From an optimization exercise on the open Yosys and OpenROAD flow, aimed at small area; shortcuts taken in it are not production practice. Function was checked by simulation only, so behaviour that the tests miss may differ from the original. Power is estimated from default activity; no workload was simulated.

$ cat flow/config.mk
export PLATFORM = sky130hd
export DESIGN_NAME = rv_multicycle_core
export DESIGN_NICKNAME = rv_multicycle_core
export VERILOG_FILES = /design/flow/design.v
export SDC_FILE = /design/flow/constraint.sdc
export NUM_CORES = 4
export LEC_CHECK = 0
export CAP_MARGIN = 20
export CORE_MARGIN = 2
export CORE_UTILIZATION = 40
export CTS_BUF_LIST = sky130_fd_sc_hd__clkbuf_8
export CTS_CLUSTER_DIAMETER = 100
export CTS_CLUSTER_SIZE = 12
export SLEW_MARGIN = 20
export SYNTH_HIERARCHICAL = 1
$ cat flow/constraint.sdc
create_clock -name core_clock -period 10.0 [get_ports {clk}]
set_input_delay 2.0000 -clock core_clock [delete_from_list [all_inputs] [get_ports {clk}]]
set_output_delay 2.0000 -clock core_clock [all_outputs]
set_load 0.01 [all_outputs]
$ cat flow/design.v
module rv_multicycle_core #(
  parameter logic [31:0] RESET_PC = 32'h0000_0000,
  parameter int unsigned ADDR_W   = 32
) (
  input  logic              clk,
  input  logic              rst,
  input  logic              run,
  input  logic              step,
  output logic [ADDR_W-1:0] mem_addr,
  output logic              mem_re,
  output logic              mem_we,
  output logic [31:0]       mem_wdata,
  input  logic [31:0]       mem_rdata,
  input  logic              mem_ready,
  input  logic [4:0]        dbg_sel,
  output logic [31:0]       dbg_data,
  output logic [31:0]       pc_dbg,
  output logic [31:0]       instr_dbg,
  output logic [2:0]        state_dbg,
  output logic              retire,
  output logic              halted
);
  localparam logic [2:0] StFetch  = 3'd0;
  localparam logic [2:0] StDecode = 3'd1;
  localparam logic [2:0] StExec   = 3'd2;
  localparam logic [2:0] StMem    = 3'd3;
  localparam logic [2:0] StWb     = 3'd4;
  localparam logic [2:0] StHalt   = 3'd5;
  logic [2:0]  state_q, state_d;
  logic [31:1] pc_q;
  logic [31:0] ir_q, acc_q;
  logic        step_pending_q;
  logic [4:0] rs1, rs2, rd;
  assign rd  = ir_q[11:7];
  assign rs1 = ir_q[19:15];
  assign rs2 = ir_q[24:20];
  logic st_fetch, st_decode, st_exec, st_mem, st_wb;
  assign st_fetch  = (state_q == StFetch);
  assign st_decode = (state_q == StDecode);
  assign st_exec   = (state_q == StExec);
  assign st_mem    = (state_q == StMem);
  assign st_wb     = (state_q == StWb);
  logic [6:0] opcode, funct7;
  logic [2:0] funct3;
  assign opcode = ir_q[6:0];
  assign funct3 = ir_q[14:12];
  assign funct7 = ir_q[31:25];
  logic f3_alu, legal;
  assign f3_alu = (funct3 == 3'b000) || (funct3 == 3'b111) ||
                  (funct3 == 3'b110) || (funct3 == 3'b010);
  always_comb begin
    case (opcode)
      7'b0110011: legal = ((funct7 == 7'b0000000) && f3_alu) ||
                          ((funct7 == 7'b0100000) && (funct3 == 3'b000));
      7'b0010011: legal = f3_alu;
      7'b0000011: legal = (funct3 == 3'b010);
      7'b0100011: legal = (funct3 == 3'b010);
      7'b1100011: legal = (funct3 == 3'b000);
      default:    legal = 1'b0;
    endcase
  end
  logic is_aluop, is_beq, is_lw, is_sw, use_imm, sub;
  assign is_aluop = ir_q[4];                  
  assign is_beq   = ir_q[6];
  assign is_sw    = ~ir_q[4] & ir_q[5] & ~ir_q[6];
  assign is_lw    = ~ir_q[4] & ~ir_q[5];
  assign use_imm  = ~ir_q[5] | is_sw;         
  assign sub      = ir_q[4] ? (ir_q[13] | (ir_q[5] & ir_q[30])) : ir_q[6];
  logic [31:0] imm;
  assign imm = {{21{ir_q[31]}}, ir_q[30:25], ir_q[5] ? ir_q[11:7] : ir_q[24:20]};
  logic [31:0] ring_q [10][3];
  logic [31:0] r31_q;
  logic [1:0]  phase_q, clr_q;
  logic        pend_q;
  logic [4:0]  pend_rd_q;
  logic        clr;
  assign clr = rst | (clr_q != 2'd0);
  logic [2:0] ph;        
  assign ph = {phase_q == 2'd2, phase_q == 2'd1, phase_q == 2'd0};
  logic [2:0] slot_ok;   
  assign slot_ok = {clr_q == 2'd0, clr_q != 2'd2, 1'b1};
  logic [31:1] pdec;     
  always_comb
    for (int r = 1; r < 32; r++) pdec[r] = pend_q && (pend_rd_q == 5'(r));
  logic [4:0]  rsel;
  logic [31:0] rport;
  always_ff @(posedge clk) rsel <= fetch_done ? mem_rdata[19:15] : rs2;
  function automatic logic [31:0] phys_sel(input logic [4:0] sel);
    logic [31:1] asel;
    logic [31:0] t;
    for (int r = 1; r < 32; r++) asel[r] = (sel == 5'(r)) && !pdec[r];
    for (int k = 0; k < 10; k++)
      for (int s = 0; s < 3; s++) begin
        t[3*k+s] = 1'b0;
        for (int m = 0; m < 3; m++) t[3*k+s] = t[3*k+s] | (asel[3*k+m+1] & ph[(s - m + 3) % 3]);
        t[3*k+s] = t[3*k+s] & slot_ok[s];
      end
    t[30] = asel[31];
    t[31] = pend_q && (sel == pend_rd_q);
    phys_sel = t;
  endfunction
  logic [1023:0] rf_terms;
  always_comb begin
    for (int k = 0; k < 10; k++)
      for (int s = 0; s < 3; s++) rf_terms[32*(3*k+s) +: 32] = ring_q[k][s];
    rf_terms[32*30 +: 32] = r31_q;
    rf_terms[32*31 +: 32] = acc_q;
  end
  logic [31:0] rport_sel, dbg_psel;
  assign rport_sel = phys_sel(rsel);
  assign dbg_psel  = phys_sel(dbg_sel);
  rf_read_port u_rport (.d(rf_terms), .sel(rport_sel), .q(rport));
  rf_read_port u_dport (.d(rf_terms), .sel(dbg_psel), .q(dbg_data));
  logic        wr_act, wr_now;
  logic [4:0]  wr_rd;
  logic [31:1] wdec;
  logic [9:0]  ring_we;
  logic        r31_we;
  assign wr_act = st_wb ? (rd != 5'd0) : pend_q;
  assign wr_rd  = st_wb ? rd : pend_rd_q;
  always_comb begin
    for (int r = 1; r < 32; r++) wdec[r] = wr_act && (wr_rd == 5'(r));
    for (int k = 0; k < 10; k++) begin
      ring_we[k] = 1'b0;
      for (int m = 0; m < 3; m++) ring_we[k] = ring_we[k] | (wdec[3*k+m+1] & ph[(2 - m + 3) % 3]);
    end
    r31_we = wdec[31];
    wr_now = (|ring_we) | r31_we;
  end
  logic [9:0] ring_keep, ring_load;
  logic       r31_keep, r31_load;
  assign ring_keep = ~(ring_we | {10{clr}});
  assign ring_load = ring_we & {10{~clr}};
  assign r31_keep  = ~(r31_we | clr);
  assign r31_load  = r31_we & ~clr;
  logic [31:0] ring_d [10];
  logic [31:0] r31_d;
  for (genvar k = 0; k < 10; k++) begin : g_ring_d
    rf_ao22_w u (.a0(ring_q[k][2]), .b0(ring_keep[k]), .a1(acc_q), .b1(ring_load[k]), .y(ring_d[k]));
  end
  rf_ao22_w u_r31_d (.a0(r31_q), .b0(r31_keep), .a1(acc_q), .b1(r31_load), .y(r31_d));
  always_ff @(posedge clk) begin
    for (int k = 0; k < 10; k++) begin
      ring_q[k][0] <= ring_d[k];
      ring_q[k][1] <= ring_q[k][0];
      ring_q[k][2] <= ring_q[k][1];
    end
    r31_q <= r31_d;
  end
  always_ff @(posedge clk) begin
    if (rst) begin
      phase_q <= 2'd0;
      clr_q   <= 2'd2;
      pend_q  <= 1'b0;
    end else begin
      phase_q <= (phase_q == 2'd2) ? 2'd0 : phase_q + 2'd1;
      if (clr_q != 2'd0) clr_q <= clr_q - 2'd1;
      pend_q <= wr_act && !wr_now;
    end
    if (st_wb) pend_rd_q <= rd;
  end
  logic [31:0] src_b, sum, alu_res;
  logic        slt, eq;
  logic [31:0] bx, prop;
  assign src_b = use_imm ? imm : rport;
  assign bx    = src_b ^ {32{sub}};
  assign prop  = acc_q ^ bx;
  assign sum   = acc_q + bx + {31'b0, sub};
  assign slt   = (acc_q[31] ^ src_b[31]) ? acc_q[31] : sum[31];
  assign eq    = &prop;
  always_comb begin
    if (!is_aluop)           alu_res = sum;
    else if (ir_q[14])       alu_res = ir_q[12] ? (acc_q & src_b) : (acc_q | src_b);
    else if (ir_q[13])       alu_res = {31'b0, slt};
    else                     alu_res = sum;
  end
  logic [12:1] bimm;
  logic [31:1] pc_off, pc_sum;
  assign bimm   = {ir_q[31], ir_q[7], ir_q[30:25], ir_q[11:8]};
  assign pc_off = st_fetch ? 31'd2 : ({{19{bimm[12]}}, bimm} - 31'd2);
  assign pc_sum = pc_q + pc_off;
  logic go, fetch_done;
  assign go         = run | step_pending_q;
  assign fetch_done = st_fetch & go & mem_ready;
  always_comb begin
    state_d = state_q;
    mem_re  = 1'b0;
    mem_we  = 1'b0;
    retire  = 1'b0;
    case (state_q)
      StFetch: begin
        mem_re = go;
        if (go && mem_ready) state_d = StDecode;
      end
      StDecode: state_d = legal ? StExec : StHalt;
      StExec: begin
        if (is_beq) begin
          retire  = 1'b1;
          state_d = StFetch;
        end else if (is_aluop) begin
          state_d = StWb;
        end else begin
          state_d = StMem;
        end
      end
      StMem: begin
        mem_re = is_lw;
        mem_we = ~is_lw;
        if (mem_ready) begin
          retire  = ~is_lw;
          state_d = is_lw ? StWb : StFetch;
        end
      end
      StWb: begin
        retire  = 1'b1;
        state_d = StFetch;
      end
      StHalt:  state_d = StHalt;
      default: state_d = StFetch;
    endcase
  end
  logic pc_ld, pc_keep, pc_load, ir_keep, ir_load;
  assign pc_ld   = fetch_done | (st_exec & is_beq & eq);
  assign pc_keep = ~(pc_ld | rst);
  assign pc_load = pc_ld & ~rst;
  assign ir_keep = ~(fetch_done | rst);
  assign ir_load = fetch_done & ~rst;
  logic [31:1] pc_d;
  logic [31:0] ir_d;
  rf_ao22_w #(31) u_pc_d (.a0(pc_q), .b0(pc_keep), .a1(pc_sum), .b1(pc_load), .y(pc_d));
  rf_ao22_w u_ir_d (.a0(ir_q), .b0(ir_keep), .a1(mem_rdata), .b1(ir_load), .y(ir_d));
  always_ff @(posedge clk) begin
    if (rst) begin
      state_q        <= StFetch;
      step_pending_q <= 1'b0;
    end else begin
      state_q <= state_d;
      if (fetch_done) step_pending_q <= 1'b0;
      else if (step)  step_pending_q <= 1'b1;
    end
    pc_q <= pc_d | (RESET_PC[31:1] & {31{rst}});
    ir_q <= ir_d;
  end
  logic acc_ld_m, acc_keep;
  assign acc_ld_m = st_mem & is_lw & mem_ready;
  assign acc_keep = ~(st_decode | st_exec | acc_ld_m);
  always_ff @(posedge clk)
    acc_q <= (acc_q & {32{acc_keep}}) | (rport & {32{st_decode}}) |
             (alu_res & {32{st_exec}}) | (mem_rdata & {32{acc_ld_m}});
  assign mem_addr  = st_fetch ? {pc_q, 1'b0} : acc_q;
  assign mem_wdata = rport;
  assign pc_dbg    = {pc_q, 1'b0};
  assign instr_dbg = ir_q;
  assign state_dbg = state_q;
  assign halted    = (state_q == StHalt);
endmodule
module rf_read_port (
  input  logic [1023:0] d,      
  input  logic [31:0] sel,
  output logic [31:0] q
);
  for (genvar j = 0; j < 32; j++) begin : g_bit
    logic [10:0] n;
    logic [2:0]  o;
    for (genvar g = 0; g < 10; g++) begin : g_aoi
      rf_aoi222 u (.a0(d[32*(3*g)+j]), .b0(sel[3*g]), .a1(d[32*(3*g+1)+j]), .b1(sel[3*g+1]),
                   .a2(d[32*(3*g+2)+j]), .b2(sel[3*g+2]), .y(n[g]));
    end
    rf_aoi22 u_last (.a0(d[32*(30)+j]), .b0(sel[30]), .a1(d[32*(31)+j]), .b1(sel[31]), .y(n[10]));
    rf_nand4 u_n0 (.a(n[0]), .b(n[1]), .c(n[2]), .d(n[3]), .y(o[0]));
    rf_nand4 u_n1 (.a(n[4]), .b(n[5]), .c(n[6]), .d(n[7]), .y(o[1]));
    rf_nand3 u_n2 (.a(n[8]), .b(n[9]), .c(n[10]), .y(o[2]));
    rf_or3   u_o  (.a(o[0]), .b(o[1]), .c(o[2]), .y(q[j]));
  end
endmodule
module rf_aoi222 (input logic a0, b0, a1, b1, a2, b2, output logic y);
  assign y = ~((a0 & b0) | (a1 & b1) | (a2 & b2));
endmodule
module rf_aoi22 (input logic a0, b0, a1, b1, output logic y);
  assign y = ~((a0 & b0) | (a1 & b1));
endmodule
module rf_nand4 (input logic a, b, c, d, output logic y);
  assign y = ~(a & b & c & d);
endmodule
module rf_nand3 (input logic a, b, c, output logic y);
  assign y = ~(a & b & c);
endmodule
module rf_or3 (input logic a, b, c, output logic y);
  assign y = a | b | c;
endmodule
module rf_ao22_w #(
  parameter int W = 32
) (
  input  logic [W-1:0] a0,
  input  logic         b0,
  input  logic [W-1:0] a1,
  input  logic         b1,
  output logic [W-1:0] y
);
  for (genvar j = 0; j < W; j++) begin : g_bit
    rf_ao22 u (.a0(a0[j]), .b0(b0), .a1(a1[j]), .b1(b1), .y(y[j]));
  end
endmodule
module rf_ao22 (input logic a0, b0, a1, b1, output logic y);
  assign y = (a0 & b0) | (a1 & b1);
endmodule
$ cat flow/run.sh
#!/bin/bash
# synth_recipe.tcl (not shown) runs the flow's synth.tcl, then flattens the netlist and writes it again
# the make line also repeats each setting of config.mk as NAME=value (left out here)
make -C /OpenROAD-flow-scripts/flow DESIGN_CONFIG=/design/flow/config.mk WORK_HOME=/design/flow/orfs CLKGATE_MAP_FILE= SYNTH_SCRIPT=/design/flow/synth_recipe.tcl finish
==> results_dict.tcl, run 1 <==
set metrics [dict create \
    hold_viol 0 \
    grt_pass1_vias 39200 \
    regToRegStartpoint "pend_q$_SDFF_PP0_" \
    drc 0 \
    worstSetupStartpoint "dbg_sel[1]" \
    critical_path.max_stage_delay_ns 0.98 \
    critical_path_class "primary input to primary output" \
    combPwrFrac_pct 13.3 \
    synth_nets 4016 \
    rsz0062_at_grt "no" \
    wl_per_cell_um 35.0 \
    path_depth 11 \
    firstDrtPassIters 14 \
    p_seq_share_pct 55.6 \
    vias 41900 \
    io_pins 209 \
    antenna_found_initial 8 \
    worstMarginPinSlew_ns 1.22 \
    drtAntennaViolNets 0 \
    yosysWarnings 10 \
    finalClockSkew_ns 0.0545 \
    pwr-share-clk_pct 31.1 \
    grtUsageTotal_pct 34.0 \
    cp.buffers_inverters 3 \
    drive_gt1_share_pct 9.94 \
    final-setup-viol-count 0 \
    yosysTopAreaCellShare_pct 51.4 \
    clkTransAtPathRegs_ns 0.08 \
    fin_util_pct 46.6 \
    fp.coreArea_um2 107000 \
    area_growth_pct 15.7 \
    initial_utilization_pct 40.3 \
    synthMuxAreaShare_pct 0.604 \
    slew_viol_final 0 \
    total_power_mw 8.08 \
    overflow 0 \
    std_cell_rows 120 \
    outcome "timing/DRC/antenna clean" \
    vdd_ir_drop_max_mv 0.107 \
    end_kind "primary output" \
    yosys.area_share.simple_pct 9.65 \
    grt_max_degree 65 \
    power.leakage_nw 17.9 \
    maxSlewHeadroom_pct 18.6 \
    rrSetupSlack_ns 2.27 \
    period_share_pct 84.8 \
    drt-vias-per-instance 7.40 \
    required_ns 8.00 \
    netlist_top_cells_area "dfxtp_1, a222oi_1, a22o_1" \
    die-area_um2 110000 \
    multi_input_area_um2 21000 \
    internal_power_mw 5.71 \
    cts_buffers 102 \
    critPathSlowestCell "a21oi_4" \
    synthXorXnorAreaFrac_pct 2.11 \
    synthCells 3901 \
    gp_congestion 0.985 \
    port_buffers 207 \
    arrival_ns 6.48 \
    worstPathMaxFanout 22 \
    ys.flop_type "dfxtp_1" \
    hp-start "ring_q[25][22]$_DFF_P_" \
    synth_top_family_by_area "compound AO/OA/AOI/OAI gates" \
    crit_family "simple AND/OR/NAND/NOR gates" \
    max_freq_ghz 0.118 \
    cts.path.max_buffers 3 \
    syn-cell-area_um2 43100 \
    synth_cell_types 69 \
    synth_common_cells "dfxtp_1, a222oi_1, a22o_1" \
    die_y_um 332 \
    grt_pass1_wl_mm 279 \
    wirelength_mm 198 \
    hold_class "flop to flop" \
    cp_common_cell "clkdlybuf4s50_1" \
    power_switching_mw 2.36 \
    p_sw_share_pct 29.2 \
    cts_num_sinks 1106 \
    synth_top_cell_by_area "dfxtp_1" \
    powerDensity_nw_per_um2 162 \
    yosysSeqAreaShare_pct 51.4 \
    crit_end "dbg_data[11]" \
    nets 4359 \
    clock-root-buffer "clkbuf_8" \
    yosysMostFrequentCell "dfxtp_1" \
    ctsResizeCount 0 \
    htreeDepth 3 \
    cts_tree "done" \
    synth.avg_cell_area_um2 11.1 \
    period_needed_ns 8.48 \
    synth_edf_count 0 \
    async_reset_ff_share_pct 0 \
    post-cts-setup-buffer-count 0 \
    insertion_delay_ns 0.81 \
    synthAdderAreaFrac_pct 2.41 \
    rr_endpoint "acc_q[12]$_DFF_P_" \
    rr_worst_depth 23 \
    synth_compound_area_share_pct 32.4 \
    startpoint_type "primary input" \
    register_area_um2 22100 \
    hold_buffers 0 \
    maxCapViolCount 0 \
    dpl.hpwl_mm 125 \
    die_x_um 332 \
    cp_cell_sequence "clkdlybuf4s50_1 -> nand2b_1 -> or2_2 -> nor4_1 -> a22oi_1 -> a21oi_4 -> buf_4 -> a222oi_1 -> nand4_1 -> or3_1 -> clkdlybuf4s50_1" \
    drtIter0Drc 9766 \
    yosys_register_bits 1106 \
    fillers 10000 \
    tns_ns 0 \
]
metal layers:
layer,vias up,GRT usage [%],wire [um]
met1,20600,43.9,74800
met5,-,0,13
met3,589,12.8,29800
met2,3409,48.2,81100
met4,2,19.7,12800
li1,17300,-,-
per-module statistics from Yosys (local to each module, per instance), excerpt:
module              copies in the design  area, um2  cells  flops+latches
rf_or3                                64       6.26      1              0
rf_ao22                              415       8.76      1              0
rf_nand3                              64       5.00      1              0
rf_nand4                             128       6.26      1              0
rv_multicycle_core                     1      30800   2526           1106
rf_aoi222                            640       10.0      1              0
rf_aoi22                              64       12.5      1              0
flip-flops by register name, summed over array words and instances (netlist names):
name            flops
pend_rd_q           5
phase_q             2
step_pending_q      1
pend_q              1
rsel                5
pc_q               31
acc_q              32
ir_q               32
r31_q              32
state_q             3
clr_q               2
ring_q            960
cell usage in the layout, fill, tap and decap left out, drive strengths merged, types with 104 or more instances in the layout:
cell and instances:
buf 146, a22oi 131, nand4 143, dfxtp 1106, a222oi 671, a22o 417
a21oi 151, clkdlybuf4s50 207, nand2 208, clkbuf 104, nor2 118
through the flow:
stage | worst slack [ns] | instance area, um2 | hold slack, ns | cells
6_report | 1.52 | 49900 | 0.336 | 5665
3_3_place_gp | 1.86 | 48200 | 0.351 | 5541
3_5_place_dp | 1.71 | 48200 | 0.356 | 5541
4_1_cts | 1.72 | 49800 | 0.331 | 5655
2_1_floorplan | 2.09 | 43100 | 0.350 | 3901
5_1_grt | 1.42 | 49900 | 0.340 | 5658
layout make-up:
cell class | count | area share [%]
Timing Repair Buffer | 353 | 6.43
Sequential cell | 1106 | 44.4
Tap cell | 1403 | 3.52
Clock buffer | 104 | 2.87
Multi-Input combinational cell | 2632 | 42.1
Clock inverter | 10 | 0.263
Antenna cell | 8 | 0.0401
Inverter | 49 | 0.369
power groups by stage:
stage | logic, mW | clock network (mW) | registers (mW)
after floorplan | 0.572 | 0 | 4.56
after global placement | 1.03 | 0 | 4.60
after detailed placement | 1.03 | 0 | 4.59
after CTS | 1.04 | 2.53 | 4.49
after global routing | 1.12 | 2.70 | 4.50
final | 1.07 | 2.51 | 4.49
kinds of logic after synthesis:
| family | after synthesis |
|---|---|
| xor gates and xnor gates | 104 |
| and+or+nand+nor | 820 |
| adders and majority gates | 84 |
| AOI/OAI and AO/OA | 1599 |
| other | 1 |
| DFF | 1106 |
| buffers and inverters | 163 |
| muxes | 24 |
how the worst min path moves through the flow:
stage,end,slack [ns],cells after the start
after detailed placement,ring_q[16][20]$_DFF_P_,0.36,0
final,ring_q[26][22]$_DFF_P_,0.34,0
after floorplan,ring_q[11][0]$_DFF_P_,0.35,0
after global routing,ring_q[14][11]$_DFF_P_,0.34,0
after global placement,ring_q[11][2]$_DFF_P_,0.35,0
after CTS,ring_q[14][11]$_DFF_P_,0.33,0
==> run 2, diff against run 1 <==
==> flow/flow/run.sh (new file) <==
#!/bin/bash
# Own flow: the standard layout, except that synthesis maps the
# combinational logic with an area-oriented ABC script (registers are mapped
# by the unchanged ORFS synthesis before ABC runs) and the port buffers use
# the smallest buffer cell.
set -euo pipefail
HERE=$(pwd)
export AREA_ABC_SCRIPT=$HERE/flow/area.abc
export BUFFER_PORTS_ARGS="-buffer_cell sky130_fd_sc_hd__buf_1"
# Synthesis: the make command of standard.sh with our synthesis script.
MAKECMD=$(grep '^make ' standard.sh | sed 's/ "\${@:-finish}"$//')
MAKECMD=${MAKECMD/SYNTH_SCRIPT=$HERE\/synth_recipe.tcl/SYNTH_SCRIPT=$HERE\/flow\/area_synth.tcl}
echo "$MAKECMD synth" > synth_cmd.log
eval "$MAKECMD synth" > synth.log 2>&1
# Everything after synthesis: the standard flow.
bash standard.sh > standard.log 2>&1
==> flow/flow/area.abc (new file) <==
&get -n
&st
&dch -f
&nf -a
&put
topo
stime -c
==> flow/flow/area_synth.tcl (new file) <==
# synth_recipe.tcl with a different ABC script for the combinational mapping:
# ORFS synth.tcl is read and run unchanged except for the abc call.
proc synth {args} { yosys synth -nofsm -noshare {*}$args }
set f [open $::env(SCRIPTS_DIR)/synth.tcl]
set txt [read $f]
close $f
set n [string first {log_cmd abc {*}$abc_args} $txt]
if { $n < 0 } { error "abc call not found in synth.tcl" }
set txt [string map [list {log_cmd abc {*}$abc_args} {set abc_args [lreplace $abc_args 1 1 $::env(AREA_ABC_SCRIPT)]; log_cmd abc {*}$abc_args}] $txt]
eval $txt
# left out here: clear keep_hierarchy, flatten, clean up, hide names made inside functions, write 1_2_yosys.v
==> flow/standard.sh (new file) <==
#!/bin/bash
# synth_recipe.tcl (not shown) runs the flow's synth.tcl, then flattens the netlist and writes it again
# the make line also repeats each setting of config.mk as NAME=value (left out here)
make -C /OpenROAD-flow-scripts/flow DESIGN_CONFIG=/design/flow/config.mk WORK_HOME=/design/flow/orfs CLKGATE_MAP_FILE= SYNTH_SCRIPT=/design/flow/synth_recipe.tcl "${@:-finish}"
removed: flow/run.sh
==> results_dict.tcl, run 2 <==
set metrics [dict create \
    p_seq_share_pct 54.5 \
    final_cell_mix "dfxtp_1, a222oi_1, a22o_1" \
    placed_area_um2 46600 \
    overflow 0 \
    synthCells 3829 \
    hold_viol 0 \
    slew_viol_final 0 \
    firstDrtPassIters 12 \
    synth_common_cells "dfxtp_1, a222oi_1, a22o_1" \
    total_power_mw 8.27 \
    drtAntennaViolNets 0 \
    worst_hold_slack_ns 0.336 \
    hold_class "flop to flop" \
    wirelength_mm 201 \
    largest_register_ffs 960 \
    max_freq_ghz 0.126 \
    arrival_ns 8.63 \
    critical_path.max_stage_delay_ns 0.72 \
    period_share_pct 79.4 \
    area_growth_pct 13.9 \
    vias 42600 \
    worstMarginPinSlew_ns 1.14 \
    setup_ws_ns 2.06 \
    cts.path.max_buffers 3 \
    internal_power_mw 5.71 \
    grt_pass1_vias 39300 \
    synth_nets 3944 \
    tns_ns 0 \
    fillers 9990 \
    powerDensity_nw_per_um2 172 \
    dpl.hpwl_mm 124 \
    final_common_cell "dfxtp_1" \
    worstPathMaxFanout 18 \
    htreeDepth 3 \
    outcome "timing/DRC/antenna clean" \
    power.leakage_nw 17.1 \
    hold_buffers 0 \
    cp_common_cell "nand2_1" \
    cts_num_sinks 1106 \
    initial_utilization_pct 40.3 \
    crit_family "simple AND/OR/NAND/NOR gates" \
    clock-root-buffer "clkbuf_8" \
    antenna_found_initial 7 \
    async_reset_ff_share_pct 0 \
    io_pins 209 \
    synth_top_cell_by_area "dfxtp_1" \
    rsz0062_at_grt "no" \
    netlist_top_cells_area "dfxtp_1, a222oi_1, a22o_1" \
    grtUsageTotal_pct 35.3 \
    synth.avg_cell_area_um2 11.1 \
    maxCapViolCount 0 \
    cp_cell_sequence "and2_0 -> nand4_1 -> nand2_1 -> nor4_1 -> a22oi_1 -> nand2_1 -> buf_4 -> a222oi_1 -> nand4_1 -> or3_1 -> o21ai_0 -> xor2_1 -> ha_1 -> nand2_1 -> o21ai_0 -> a21o_1 -> nor2b_1 -> a2111oi_1 -> buf_4 -> xnor2_1 -> a21oi_1 -> o32ai_1 -> mux2i_1 -> a21bo_1" \
    period_needed_ns 7.94 \
    die-area_um2 108000 \
    drtIter0Drc 9734 \
    std_cell_rows 119 \
    synth_cell_types 53 \
    p_sw_share_pct 30.9 \
    cts_tree "done" \
    synth_edf_count 0 \
    post-cts-setup-buffer-count 0 \
    drc 0 \
    pwr-share-clk_pct 30.5 \
    cts_buffers 103 \
    end_kind "flop" \
    startpoint_type "flop" \
    pre_cts_slack_ns 2.48 \
    top_register "ring_q" \
    ctsResizeCount 0 \
    wl_per_cell_um 35.3 \
    maxSlewHeadroom_pct 23.7 \
    critical_path_class "flop to flop" \
    insertion_delay_ns 0.83 \
    drive_gt1_share_pct 7.99 \
    yosys_register_bits 1106 \
    yosysMostFrequentCell "dfxtp_1" \
    grt_pass1_wl_mm 281 \
    gp_congestion 1.01 \
    port_buffers 207 \
    nets 4400 \
    clkTransAtPathRegs_ns 0.10 \
    drt-vias-per-instance 7.48 \
    die_y_um 329 \
    yosysTopAreaCellShare_pct 52.3 \
    final-setup-viol-count 0 \
    yosysSeqAreaShare_pct 52.3 \
    finalClockSkew_ns 0.0627 \
    vdd_ir_drop_max_mv 0.251 \
    required_ns 10.69 \
    critPathSlowestCell "or3_1" \
    stdcell_area_um2 48200 \
    ys.flop_type "dfxtp_1" \
    cp.buffers_inverters 2 \
    die_x_um 329 \
    syn-cell-area_um2 42300 \
    grt_max_degree 61 \
    fp.coreArea_um2 105000 \
    combPwrFrac_pct 15.0 \
    power_switching_mw 2.56 \
    yosysWarnings 10 \
]
[run 2: cell count changes in the layout (fill, tap and decap cells not counted), sizes merged, moves of 13 or more]
cell | before | now
buf | 146 | 354
nand2 | 208 | 256
nor4b | 1 | 14
a21o | 35 | 16
nor4 | 17 | 44
o221ai | 17 | 0
o21ai | 89 | 123
clkdlybuf4s50 | 207 | 0
inv | 56 | 11
nor2 | 118 | 152
clkinv | 1 | 42
xor2 | 48 | 64
xnor2 | 56 | 43
nor3 | 70 | 43
[run 2: cell type report]
cell class                 count  area (um2)  share of cell area, %
clock buffer                 104        1430                   2.97
antenna                        8        20.0                 0.0415
multi-input combinational   2678       20700                   42.9
inverter                      42         158                  0.327
sequential                  1106       22100                   45.9
tap                         1391        1740                   3.61
clock inverter                11         118                  0.244
timing repair buffer         354        1920                   3.98
[run 2: Yosys stat by module, one instance, submodules excluded, a selection]
module / flip-flops and latches / times used / cells / area [um2]
rf_aoi222: 0 / 640 / 1 / 10.0
rf_or3: 0 / 64 / 1 / 6.26
rv_multicycle_core: 1106 / 1 / 2454 / 30300
rf_ao22: 0 / 415 / 1 / 8.76
rf_nand4: 0 / 128 / 1 / 6.26
rf_nand3: 0 / 64 / 1 / 5.00
rf_aoi22: 0 / 64 / 1 / 7.51
[run 2: metrics by stage]
step / utilization [%] / std cells
global route: 45.9 / 5687
detailed placement: 44.4 / 5570
CTS: 45.8 / 5685
finish: 45.9 / 5694
floorplan: - / 3829
global placement: 44.3 / 5569
[run 2: kinds of logic after synthesis]
group	after synthesis	share of synthesized area [%]
AOI/OAI and AO/OA	1615	32.2
DFF	1106	52.3
and+or+nand+nor	854	9.97
xor gates and xnor gates	107	2.21
adders and majority gates	78	2.31
buffers and inverters	45	0.426
muxes	23	0.568
other	1	0.00886
[run 2: power by group through the flow]
stage	logic [mW]	clock network (mW)	registers, mW
after CTS	1.20	2.53	4.50
after floorplan	0.638	0	4.60
final	1.24	2.52	4.51
after global placement	1.19	0	4.61
after detailed placement	1.19	0	4.61
after global routing	1.30	2.67	4.51
[run 2: worst paths after layout]
path / start / endpoint / slack, ns / cells after the start
hold reg to reg: ring_q[27][23]$_DFF_P_ / ring_q[28][23]$_DFF_P_ / 0.34 / 0
hold / removal: ring_q[27][23]$_DFF_P_ / ring_q[28][23]$_DFF_P_ / 0.34 / 0
setup reg to reg: pend_rd_q[4]$_DFF_P_ / acc_q[0]$_DFF_P_ / 2.06 / 24
setup / recovery: pend_rd_q[4]$_DFF_P_ / acc_q[0]$_DFF_P_ / 2.06 / 24
[run 2: per-layer routing]
layer	global-route usage (%)	up-vias	wire length (um)	part of all wire, %
met5	1.35	-	282	0.14
met4	19.6	12	12900	6.4
met3	13.2	660	29900	15
met2	51.1	3637	82300	41
met1	45.1	20800	75400	38
li1	-	17500	-	-
[run 2: worst reg2reg max path, cell delays in order, from the launching register on]
cell and delay, ns:
dfxtp_1 0.44, and2_0 0.61, nand4_1 0.22, nand2_1 0.12, nor4_1 0.08, a22oi_1 0.24
nand2_1 0.71, buf_4 0.55, a222oi_1 0.47, nand4_1 0.29, or3_1 0.72, o21ai_0 0.50
xor2_1 0.23, ha_1 0.31, nand2_1 0.11, o21ai_0 0.14, a21o_1 0.22, nor2b_1 0.13
a2111oi_1 0.65, buf_4 0.22, xnor2_1 0.15, a21oi_1 0.11, o32ai_1 0.26, mux2i_1 0.13
a21bo_1 0.21
==> run 3, diff against run 2 <==
--- a/flow/design.v
+++ b/flow/design.v
@@ -86,3 +86,6 @@
   logic [31:0] rport;
-  always_ff @(posedge clk) rsel <= fetch_done ? mem_rdata[19:15] : rs2;
+  logic imm_sel;
+  assign imm_sel = st_exec & use_imm;
+  always_ff @(posedge clk)
+    rsel <= fetch_done ? mem_rdata[19:15] : (st_decode & use_imm) ? 5'd0 : rs2;
   function automatic logic [31:0] phys_sel(input logic [4:0] sel);
@@ -111,4 +114,6 @@
   assign dbg_psel  = phys_sel(dbg_sel);
-  rf_read_port u_rport (.d(rf_terms), .sel(rport_sel), .q(rport));
-  rf_read_port u_dport (.d(rf_terms), .sel(dbg_psel), .q(dbg_data));
+  rf_read_port #(.IMM(1)) u_rport (.d(rf_terms), .sel(rport_sel), .imm(imm), .imm_sel(imm_sel),
+                                   .q(rport));
+  rf_read_port #(.IMM(0)) u_dport (.d(rf_terms), .sel(dbg_psel), .imm(32'b0), .imm_sel(1'b0),
+                                   .q(dbg_data));
   logic        wr_act, wr_now;
@@ -164,3 +169,3 @@
   logic [31:0] bx, prop;
-  assign src_b = use_imm ? imm : rport;
+  assign src_b = rport;
   assign bx    = src_b ^ {32{sub}};
@@ -256,5 +261,9 @@
 endmodule
-module rf_read_port (
+module rf_read_port #(
+  parameter bit IMM = 0         
+) (
   input  logic [1023:0] d,      
   input  logic [31:0] sel,
+  input  logic [31:0] imm,
+  input  logic        imm_sel,
   output logic [31:0] q
@@ -268,3 +277,8 @@
     end
-    rf_aoi22 u_last (.a0(d[32*(30)+j]), .b0(sel[30]), .a1(d[32*(31)+j]), .b1(sel[31]), .y(n[10]));
+    if (IMM) begin : g_imm
+      rf_aoi222 u_last (.a0(d[32*(30)+j]), .b0(sel[30]), .a1(d[32*(31)+j]), .b1(sel[31]),
+                        .a2(imm[j]), .b2(imm_sel), .y(n[10]));
+    end else begin : g_noimm
+      rf_aoi22 u_last (.a0(d[32*(30)+j]), .b0(sel[30]), .a1(d[32*(31)+j]), .b1(sel[31]), .y(n[10]));
+    end
     rf_nand4 u_n0 (.a(n[0]), .b(n[1]), .c(n[2]), .d(n[3]), .y(o[0]));
==> flow/flow/area.abc (replaced) <==
&get -n
&st
&dch -f
&nf -a
&put
mfs2 -a
&get -n
&st
&dch -f
&nf -a
&put
mfs2 -a
&get -n
&st
&dch -f
&nf -a
&put
topo
stime -c
==> results_dict.tcl, run 3 <==
set metrics [dict create \
    outcome "timing/DRC/antenna clean" \
    yosys_register_bits 1106 \
    die_x_um 327 \
    io_pins 209 \
    rsz0062_at_grt "no" \
    top_register "ring_q" \
    firstDrtPassIters 13 \
    tns_ns 0 \
    grt_max_degree 39 \
    cts_tree "done" \
    multi_input_area_um2 20200 \
    cp_cell_sequence "buf_1 -> or2_0 -> nor3_1 -> a222oi_1 -> clkinv_1 -> buf_4 -> a222oi_1 -> nand4_1 -> or3_1 -> buf_1" \
    maxSlewHeadroom_pct 15.2 \
    clkTransAtPathRegs_ns 0.08 \
    rr_endpoint "acc_q[30]$_DFF_P_" \
    drtIter0Drc 10000 \
    synth_top_cell_by_area "dfxtp_1" \
    initial_utilization_pct 40.3 \
    gp_congestion 0.980 \
    grtUsageTotal_pct 35.2 \
    ys.flop_type "dfxtp_1" \
    synth.avg_cell_area_um2 11.2 \
    overflow 0 \
    drt-vias-per-instance 7.48 \
    arrival_ns 6.15 \
    netlist_top_cells_area "dfxtp_1, a222oi_1, a22o_1" \
    rr_worst_depth 25 \
    critPathSlowestCell "clkinv_1" \
    area_growth_pct 13.7 \
    dpl.hpwl_mm 121 \
    hold_viol 0 \
    p_seq_share_pct 53.9 \
    rrSetupSlack_ns 2.25 \
    period_share_pct 81.5 \
    power_switching_mw 2.72 \
    wirelength_mm 199 \
    hold_buffers 0 \
    ctsResizeCount 0 \
    antenna_found_initial 10 \
    insertion_delay_ns 0.81 \
    synth_nets 3863 \
    clock-root-buffer "clkbuf_8" \
    fp.coreArea_um2 104000 \
    slew_viol_final 0 \
    power.leakage_nw 16.8 \
    drtAntennaViolNets 0 \
    port_buffers 207 \
    period_needed_ns 8.15 \
    grt_pass1_vias 39300 \
    worstMarginPinSlew_ns 1.27 \
    die-area_um2 107000 \
    hp-start "ring_q[19][27]$_DFF_P_" \
    nets 4307 \
    worstPathMaxFanout 21 \
    stdcell_area_um2 47500 \
    finalClockSkew_ns 0.0666 \
    final_cell_mix "dfxtp_1, a222oi_1, a22o_1" \
    min_to "ring_q[20][27]$_DFF_P_" \
    cts_buffers 102 \
    synth_cell_types 51 \
    vdd_ir_drop_max_mv 0.110 \
    placed_area_um2 46000 \
    final_common_cell "dfxtp_1" \
    maxCapViolCount 0 \
    synth_edf_count 0 \
    yosysSeqAreaShare_pct 53.0 \
    startpoint_type "primary input" \
    syn-cell-area_um2 41800 \
    fillers 9829 \
    post-cts-setup-buffer-count 0 \
    hold_class "flop to flop" \
    vias 41800 \
    powerDensity_nw_per_um2 179 \
    drc 0 \
    htreeDepth 3 \
    std_cell_rows 118 \
    synth_common_cells "dfxtp_1, a222oi_1, a22o_1" \
    largest_register_ffs 960 \
    drive_gt1_share_pct 7.91 \
    min_path_cells 0 \
    pwr-share-clk_pct 28.9 \
    cts.path.max_buffers 3 \
    synthCells 3746 \
    critical_path.max_stage_delay_ns 0.86 \
    internal_power_mw 5.80 \
    yosysTopAreaCellShare_pct 53.0 \
    final-setup-viol-count 0 \
    regToRegStartpoint "rsel[1]$_DFF_P_" \
    end_kind "primary output" \
    critical_path_class "primary input to primary output" \
    cts_num_sinks 1106 \
    grt_pass1_wl_mm 278 \
    yosysWarnings 10 \
    yosysMostFrequentCell "dfxtp_1" \
    register_area_um2 22100 \
    wl_per_cell_um 35.6 \
    worst_hold_slack_ns 0.312 \
    async_reset_ff_share_pct 0 \
    combPwrFrac_pct 17.2 \
    max_freq_ghz 0.123 \
    die_y_um 327 \
    required_ns 8.00 \
    p_sw_share_pct 31.9 \
]
-- run 3: cell count changes in the layout (fill, tap and decap cells not counted), sizes merged, moves of 22 or more --
cell | previous run | this run
nand2 | 256 | 205
nor2 | 152 | 218
a222oi | 672 | 704
xor2 | 64 | 35
a21oi | 159 | 134
nor4 | 44 | 22
xnor2 | 43 | 67
a22oi | 133 | 99
nor3 | 43 | 73
-- run 3: layout make-up --
| type | count | area share, % |
|---|---|---|
| flip-flops and latches | 1106 | 46.6 |
| multi-input cells | 2611 | 42.5 |
| diodes | 6 | 0.0316 |
| repair buffers | 350 | 3.91 |
| inverters | 19 | 0.150 |
| clock inverters | 8 | 0.195 |
| clock buffers | 103 | 2.98 |
| well taps | 1380 | 3.63 |
-- run 3: routing by layer --
layer / GRT usage (%) / up-vias / part of all wire (%)
met3: 11.9 / 837 / 14
li1: - / 17100 / -
met2: 52.1 / 3520 / 42
met1: 43.9 / 20300 / 37
met4: 22.6 / 14 / 6.9
met5: 0.0444 / - / 0.080
-- run 3: power by group through the flow --
stage | sequential [mW] | clock, mW | combinational (mW)
after global placement | 4.69 | 0 | 1.40
final | 4.59 | 2.46 | 1.47
after floorplan | 4.67 | 0 | 0.744
after CTS | 4.58 | 2.46 | 1.41
after detailed placement | 4.69 | 0 | 1.41
after global routing | 4.60 | 2.62 | 1.53
-- run 3: worst max path at each step --
stage,from,end,slack [ns],cells past startpoint
after floorplan,pend_rd_q[1]$_DFF_P_,pc_q[10]$_DFF_P_,2.02,16
after global placement,dbg_sel[4],dbg_data[8],2.11,10
after detailed placement,dbg_sel[4],dbg_data[13],2.13,10
after CTS,dbg_sel[4],dbg_data[13],2.13,10
after global routing,dbg_sel[4],dbg_data[8],1.78,10
final,dbg_sel[4],dbg_data[13],1.85,10
-- run 3: critical path: cells and delay by family --
family	cells	cell delay, ns
buffers and inverters	4	2.24
AND/OR/NAND/NOR	4	1.18
AO/OA/AOI/OAI	2	0.68
-- run 3: cell families after synthesis --
| kind of cell | synth area share, % |
|---|---|
| AO/OA/AOI/OAI | 31.9 |
| multiplexers | 0.0778 |
| adder cells (fa/ha/maj) | 2.47 |
| other | 0.00897 |
| flip-flops | 53.0 |
| AND/OR/NAND/NOR | 10.1 |
| buffers and inverters | 0.350 |
| XOR/XNOR | 2.14 |
-- run 3: Yosys stat by module (local to each module, per instance), excerpt --
module	flops+latches	cells inside	cell area (um2)
rf_or3	0	1	6.26
rv_multicycle_core	1106	2371	29700
rf_aoi22	0	1	7.51
rf_nand3	0	1	5.00
rf_ao22	0	1	8.76
rf_aoi222	0	1	10.0
-- run 3: per-stage QoR --
stage               total power, mW  util [%]  worst slack (ns)  cells
floorplan                      5.41         -              2.02   3746
global placement               6.09      44.4              2.11   5465
detailed placement             6.10      44.4              2.13   5466
CTS                            8.46      45.9              2.13   5577
global route                   8.74      45.9              1.78   5580
finish                         8.51      45.9              1.85   5583
==> run 4, diff against run 3 <==
--- a/flow/config.mk
+++ b/flow/config.mk
@@ -9,3 +9,3 @@
 export CORE_MARGIN = 2
-export CORE_UTILIZATION = 40
+export CORE_UTILIZATION = 55
 export CTS_BUF_LIST = sky130_fd_sc_hd__clkbuf_8
==> results_dict.tcl, run 4 <==
set metrics [dict create \
    overflow 0 \
    cts_buffers 102 \
    required_ns 10.63 \
    drive_gt1_share_pct 7.96 \
    regToRegStartpoint "pend_rd_q[4]$_DFF_P_" \
    hold_class "flop to flop" \
    rsz0062_at_grt "no" \
    outcome "timing/DRC/antenna clean" \
    drtIter0Drc 12100 \
    synth.avg_cell_area_um2 11.2 \
    worstSetupStartpoint "pend_rd_q[4]$_DFF_P_" \
    synth_top_cell_by_area "dfxtp_1" \
    firstDrtPassIters 15 \
    cts_tree "done" \
    period_needed_ns 8.07 \
    clkTransAtPathRegs_ns 0.09 \
    arrival_ns 8.71 \
    tns_ns 0 \
    max_freq_ghz 0.124 \
    top_register "ring_q" \
    synth_edf_count 0 \
    maxCapViolCount 0 \
    grtUsageTotal_pct 49.1 \
    port_buffers 207 \
    fin_util_pct 62.2 \
    final-setup-viol-count 0 \
    async_reset_ff_share_pct 0 \
    yosysSeqAreaShare_pct 53.0 \
    ctsResizeCount 0 \
    drtAntennaViolNets 0 \
    yosysTopAreaCellShare_pct 53.0 \
    gp_congestion 1.09 \
    worstPathMaxFanout 19 \
    grt_pass1_vias 41600 \
    rrSetupSlack_ns 1.93 \
    drt-vias-per-instance 8.42 \
    rr_endpoint "acc_q[30]$_DFF_P_" \
    post-cts-setup-buffer-count 0 \
    htreeDepth 3 \
    die_x_um 280 \
    grt_max_degree 43 \
    die_y_um 280 \
    powerDensity_nw_per_um2 182 \
    initial_utilization_pct 55.3 \
    rr_worst_depth 25 \
    io_pins 209 \
    end_kind "flop" \
    grt_pass1_wl_mm 283 \
    finalClockSkew_ns 0.0831 \
    die-area_um2 78200 \
    wirelength_mm 201 \
    synthCells 3746 \
    cts.path.max_buffers 3 \
    wl_per_cell_um 38.9 \
    startpoint_type "flop" \
    worstMarginPinSlew_ns 1.33 \
    period_share_pct 80.7 \
    final_common_cell "dfxtp_1" \
    antenna_found_initial 5 \
    yosys_register_bits 1106 \
    ys.flop_type "dfxtp_1" \
    maxSlewHeadroom_pct 11.1 \
    drc 0 \
    vias 43600 \
    crit_end "acc_q[30]$_DFF_P_" \
    clock-root-buffer "clkbuf_8" \
    slew_viol_final 0 \
    fp.coreArea_um2 75600 \
    area_growth_pct 12.4 \
    yosysWarnings 10 \
    syn-cell-area_um2 41800 \
    insertion_delay_ns 0.81 \
    dpl.hpwl_mm 119 \
    synth_cell_types 51 \
    cts_num_sinks 1106 \
    nets 4307 \
    power.leakage_nw 16.8 \
    vdd_ir_drop_max_mv 0.134 \
    netlist_top_cells_area "dfxtp_1, a222oi_1, a22o_1" \
    hold_buffers 0 \
    synth_common_cells "dfxtp_1, a222oi_1, a22o_1" \
    final_cell_mix "dfxtp_1, a222oi_1, a22o_1" \
    synth_nets 3863 \
    yosysMostFrequentCell "dfxtp_1" \
    hold_viol 0 \
    critical_path_class "flop to flop" \
    std_cell_rows 101 \
    largest_register_ffs 960 \
]
==> run 4: cell counts after synthesis <==
Identical to the previous run, type by type.
==> run 4: worst min-delay path by stage <==
| stage | endpoint | slack, ns | from | depth (start not counted) |
|---|---|---|---|---|
| 6_report | ring_q[28][21]$_DFF_P_ | 0.32 | ring_q[27][21]$_DFF_P_ | 0 |
| 5_1_grt | ring_q[25][2]$_DFF_P_ | 0.32 | ring_q[24][2]$_DFF_P_ | 0 |
| 4_1_cts | ring_q[25][2]$_DFF_P_ | 0.30 | ring_q[24][2]$_DFF_P_ | 0 |
| 3_5_place_dp | ring_q[16][16]$_DFF_P_ | 0.36 | ring_q[15][16]$_DFF_P_ | 0 |
| 3_3_place_gp | ring_q[4][31]$_DFF_P_ | 0.35 | ring_q[3][31]$_DFF_P_ | 0 |
| 2_1_floorplan | ring_q[11][0]$_DFF_P_ | 0.35 | ring_q[10][0]$_DFF_P_ | 0 |
==> run 4: metrics by stage <==
step / cells / cell area (um2) / hold slack, ns / setup WS (ns) / power (mW)
after CTS: 5175 / 47000 / 0.296 / 2.38 / 8.45
after detailed placement: 5064 / 45500 / 0.356 / 2.50 / 6.11
after global placement: 5064 / 45500 / 0.353 / 2.49 / 6.09
final: 5179 / 47000 / 0.323 / 1.93 / 8.56
after global routing: 5176 / 47000 / 0.319 / 1.55 / 8.75
after floorplan: 3746 / 41800 / 0.350 / 2.02 / 5.41
==> run 4: per-layer routing <==
metal	vias up	routed length [um]	global-route usage, %
met3	1160	33200	20.7
met1	20800	69100	60.0
met2	4530	80300	68.3
li1	17100	-	-
met4	4	18600	37.1
met5	-	57	0.500
==> run 4: area by class of cell <==
cell class | count | area [um2]
Fill cell | 6220 | 28600
Sequential cell | 1106 | 22100
Multi-Input combinational cell | 2611 | 20200
Timing Repair Buffer | 350 | 1850
Clock buffer | 104 | 1430
Tap cell | 978 | 1220
Clock inverter | 7 | 86.3
Inverter | 19 | 71.3
Antenna cell | 4 | 10.0
==> run 4: worst max-delay path, cell delays in order, from the launching register on <==
cell,delay [ns]
dfxtp_1,0.40
nand2_1,0.31
or3_1,0.48
nor3_1,0.27
nor4_1,0.13
a22oi_1,0.23
nand2_1,0.75
buf_4,0.55
a222oi_1,0.36
nand4_1,0.11
or3_1,0.57
o21ai_0,0.50
fa_1,0.31
nand3_1,0.11
a21oi_1,0.18
o211ai_1,0.16
o21ai_0,0.40
a21oi_1,0.22
o21ai_0,0.35
a31oi_1,0.23
o21ai_0,0.39
nand3_1,0.15
o21ai_0,0.21
xor2_1,0.11
a221oi_1,0.29
o21ai_0,0.16
==> run 4: cell families after synthesis <==
family / count (synthesis) / share of synthesized area, %
compound gates: 1554 / 31.9
xor+xnor: 102 / 2.14
fa+ha+maj: 83 / 2.47
buf+inv: 29 / 0.350
flops: 1106 / 53.0
mux: 3 / 0.0778
other cells: 1 / 0.00897
simple gates: 868 / 10.1
==> run 4: power by group <==
| part | internal, mW | leakage (nW) | switching, mW |
|---|---|---|---|
| Sequential | 4.47 | 8.92 | 0.125 |
| Clock | 0.939 | 0.785 | 1.52 |
| Combinational | 0.393 | 7.09 | 1.12 |
| Total | 5.80 | 16.8 | 2.77 |
==> run 4: modules after synthesis, one instance, submodules excluded, excerpt <==
module              flip-flops and latches  cells  times used
rv_multicycle_core                    1106   2371           1
rf_aoi222                                0      1         672
rf_ao22                                  0      1         415
rf_aoi22                                 0      1          32
rf_nand4                                 0      1         128
rf_or3                                   0      1          64
rf_nand3                                 0      1          64
==> run 5, diff against run 4 <==
--- a/flow/flow/run.sh
+++ b/flow/flow/run.sh
@@ -4,3 +4,3 @@
 # by the unchanged ORFS synthesis before ABC runs) and the port buffers use
-# the smallest buffer cell.
+# the smallest buffer cell, and the clock tree uses no dummy loads.
 set -euo pipefail
@@ -9,2 +9,3 @@
 export BUFFER_PORTS_ARGS="-buffer_cell sky130_fd_sc_hd__buf_1"
+export CTS_ARGS="-sink_clustering_enable -repair_clock_nets -sink_clustering_size 12 -sink_clustering_max_diameter 100 -buf_list sky130_fd_sc_hd__clkbuf_8 -dont_use_dummy_load"
 # Synthesis: the make command of standard.sh with our synthesis script.
==> results_dict.tcl, run 5 <==
set metrics [dict create \
    synth_top_cell_by_area "dfxtp_1" \
    overflow 0 \
    drc 0 \
    yosys_register_bits 1106 \
    drtIter0Drc 11800 \
    firstDrtPassIters 17 \
    synth_edf_count 0 \
    grt_pass1_vias 41500 \
    post-cts-setup-buffer-count 0 \
    yosysWarnings 10 \
    arrival_ns 8.61 \
    worstPathMaxFanout 19 \
    min_to "ring_q[28][21]$_DFF_P_" \
    insertion_delay_ns 0.78 \
    clkTransAtPathRegs_ns 0.09 \
    die_y_um 280 \
    std_cell_rows 101 \
    required_ns 10.58 \
    yosysMostFrequentCell "dfxtp_1" \
    antenna_found_initial 4 \
    port_buffers 207 \
    rrSetupSlack_ns 1.98 \
    drive_gt1_share_pct 7.76 \
    fillers 6233 \
    grt_pass1_wl_mm 283 \
    max_freq_ghz 0.125 \
    async_reset_ff_share_pct 0 \
    yosysSeqAreaShare_pct 53.0 \
    hp-start "ring_q[27][21]$_DFF_P_" \
    synth_common_cells "dfxtp_1, a222oi_1, a22o_1" \
    nets 4307 \
    startpoint_type "flop" \
    tns_ns 0 \
    regToRegStartpoint "pend_rd_q[4]$_DFF_P_" \
    gp_congestion 1.09 \
    min_path_cells 0 \
    finalClockSkew_ns 0.114 \
    hold_class "flop to flop" \
    cts_buffers 102 \
    final_common_cell "dfxtp_1" \
    synth_cell_types 51 \
    die_x_um 280 \
    final_cell_mix "dfxtp_1, a222oi_1, a22o_1" \
    powerDensity_nw_per_um2 181 \
    drt-vias-per-instance 8.45 \
    synth_nets 3863 \
    maxCapViolCount 0 \
    worstMarginPinSlew_ns 1.27 \
    period_needed_ns 8.02 \
    cts_num_sinks 1106 \
    rr_worst_depth 25 \
    end_kind "flop" \
    grtUsageTotal_pct 49.0 \
    outcome "timing/DRC/antenna clean" \
    syn-cell-area_um2 41800 \
    slew_viol_final 0 \
    drtAntennaViolNets 0 \
    final-setup-viol-count 0 \
    io_pins 209 \
    yosysTopAreaCellShare_pct 53.0 \
    cts.path.max_buffers 3 \
    critical_path_class "flop to flop" \
    wl_per_cell_um 39.0 \
    ctsResizeCount 0 \
    placed_area_um2 45500 \
    stdcell_area_um2 46900 \
    wirelength_mm 202 \
    top_register "ring_q" \
    initial_utilization_pct 55.3 \
    rsz0062_at_grt "no" \
    rr_endpoint "acc_q[30]$_DFF_P_" \
    vias 43700 \
    fp.coreArea_um2 75600 \
    maxSlewHeadroom_pct 15.2 \
    synth.avg_cell_area_um2 11.2 \
    grt_max_degree 43 \
    cts_tree "done" \
    power.leakage_nw 16.7 \
    period_share_pct 80.2 \
    netlist_top_cells_area "dfxtp_1, a222oi_1, a22o_1" \
    vdd_ir_drop_max_mv 0.134 \
    die-area_um2 78200 \
    synthCells 3746 \
    hold_buffers 0 \
    dpl.hpwl_mm 119 \
    ys.flop_type "dfxtp_1" \
    clock-root-buffer "clkbuf_8" \
    area_growth_pct 12.1 \
    hold_viol 0 \
    largest_register_ffs 960 \
    htreeDepth 3 \
]
-- run 5: modules after synthesis (local to each module, per instance), excerpt --
module,cells inside,cell area (um2)
rf_aoi22,1,7.51
rv_multicycle_core,2371,29700
rf_aoi222,1,10.0
rf_ao22,1,8.76
rf_or3,1,6.26
rf_nand4,1,6.26
rf_nand3,1,5.00
-- run 5: how the worst max path moves through the flow --
stage                               startpoint           endpoint  cells past startpoint
final                     pend_rd_q[4]$_DFF_P_  acc_q[30]$_DFF_P_                     25
after global routing         pend_q$_SDFF_PP0_  acc_q[30]$_DFF_P_                     25
after CTS                 pend_rd_q[4]$_DFF_P_  acc_q[30]$_DFF_P_                     25
after detailed placement  pend_rd_q[4]$_DFF_P_  acc_q[30]$_DFF_P_                     25
after global placement    pend_rd_q[4]$_DFF_P_  acc_q[30]$_DFF_P_                     25
after floorplan           pend_rd_q[1]$_DFF_P_   pc_q[10]$_DFF_P_                     16
-- run 5: worst max-delay path: stages (launching register included) --
cell	delay (ns)
dfxtp_1	0.40
nand2_1	0.31
or3_1	0.48
nor3_1	0.28
nor4_1	0.13
a22oi_1	0.23
nand2_1	0.70
buf_4	0.52
a222oi_1	0.35
nand4_1	0.11
or3_1	0.57
o21ai_0	0.50
fa_1	0.31
nand3_1	0.11
a21oi_1	0.18
o211ai_1	0.16
o21ai_0	0.39
a21oi_1	0.21
o21ai_0	0.36
a31oi_1	0.24
o21ai_0	0.40
nand3_1	0.15
o21ai_0	0.21
xor2_1	0.11
a221oi_1	0.29
o21ai_0	0.16
-- run 5: final cells by class --
| type | instances | area (um2) | share of cell area (%) |
|---|---|---|---|
| Inverter | 19 | 71.3 | 0.152 |
| Tap cell | 978 | 1220 | 2.61 |
| Clock buffer | 102 | 1400 | 2.99 |
| Timing Repair Buffer | 350 | 1850 | 3.95 |
| Antenna cell | 6 | 15.0 | 0.0320 |
| Multi-Input combinational cell | 2611 | 20200 | 43.0 |
| Sequential cell | 1106 | 22100 | 47.2 |
-- run 5: per-layer routing --
layer / part of all wire, % / routed length [um] / vias up / track usage [%]
li1: - / - / 17100 / -
met1: 34 / 68700 / 21000 / 60.0
met2: 40 / 80700 / 4513 / 68.3
met3: 17 / 33700 / 1153 / 20.1
met4: 9.1 / 18400 / 6 / 37.7
met5: 0.036 / 73 / - / 0.563
-- run 5: stage by stage --
stage / util, % / hold slack, ns / worst slack [ns] / instances / total power, mW
2_1_floorplan: - / 0.350 / 2.02 / 3746 / 5.41
3_3_place_gp: 60.2 / 0.353 / 2.49 / 5064 / 6.09
3_5_place_dp: 60.2 / 0.356 / 2.50 / 5064 / 6.11
4_1_cts: 62.0 / 0.251 / 2.40 / 5166 / 8.37
5_1_grt: 62.0 / 0.271 / 1.56 / 5167 / 8.67
6_report: 62.0 / 0.283 / 1.98 / 5172 / 8.49
-- run 5: cell families (layout without fill, tap and decap cells) --
| group | count (synthesis) | count (layout) | synth area share, % |
|---|---|---|---|
| AOI/OAI and AO/OA | 1554 | 1554 | 31.9 |
| xor gates and xnor gates | 102 | 102 | 2.14 |
| adders and majority gates | 83 | 83 | 2.47 |
| buffers and inverters | 29 | 471 | 0.350 |
| DFF | 1106 | 1106 | 53.0 |
| muxes | 3 | 3 | 0.0778 |
| other | 1 | 7 | 0.00897 |
| and+or+nand+nor | 868 | 868 | 10.1 |
-- run 5: report_power, final --
group          internal, mW  switching, mW  leakage (nW)
registers              4.47          0.126          8.92
logic                 0.393           1.12          7.09
clock network         0.905           1.48         0.733

==> re-timing with driven ports <==
No port has a modelled driver above. Below, the same layouts with a new extraction and two added sets of constraints.
Step 1 assumes that a clkbuf_16 drives the clock port and a buf_2 every other input.
Step 2 also shifts input and output timing later by t, the mid clock arrival at the registers, as if the neighbouring blocks saw the same clock.
a / b / c = ideal / step 1 / step 2; a / b = the first two.
run	t (ns)	setup slack, ns	worst setup path after step 2	worst data-port slew with drivers (ns)
run 1	0.849	1.523 / 1.500 / 1.500	input to output	0.06
run 2	0.867	2.062 / 2.062 / 2.062	register to register	0.08
run 3	0.853	1.855 / 1.828 / 1.828	input to output	0.06
run 4	0.832	1.927 / 1.927 / 1.927	register to register	0.07
run 5	0.795	1.979 / 1.979 / 1.979	register to register	0.07
After both steps every run listed still meets setup and hold. For run 3, which loses most, drivers alone change the setup slack by -0.027 ns; drivers and shift together by -0.027 ns.
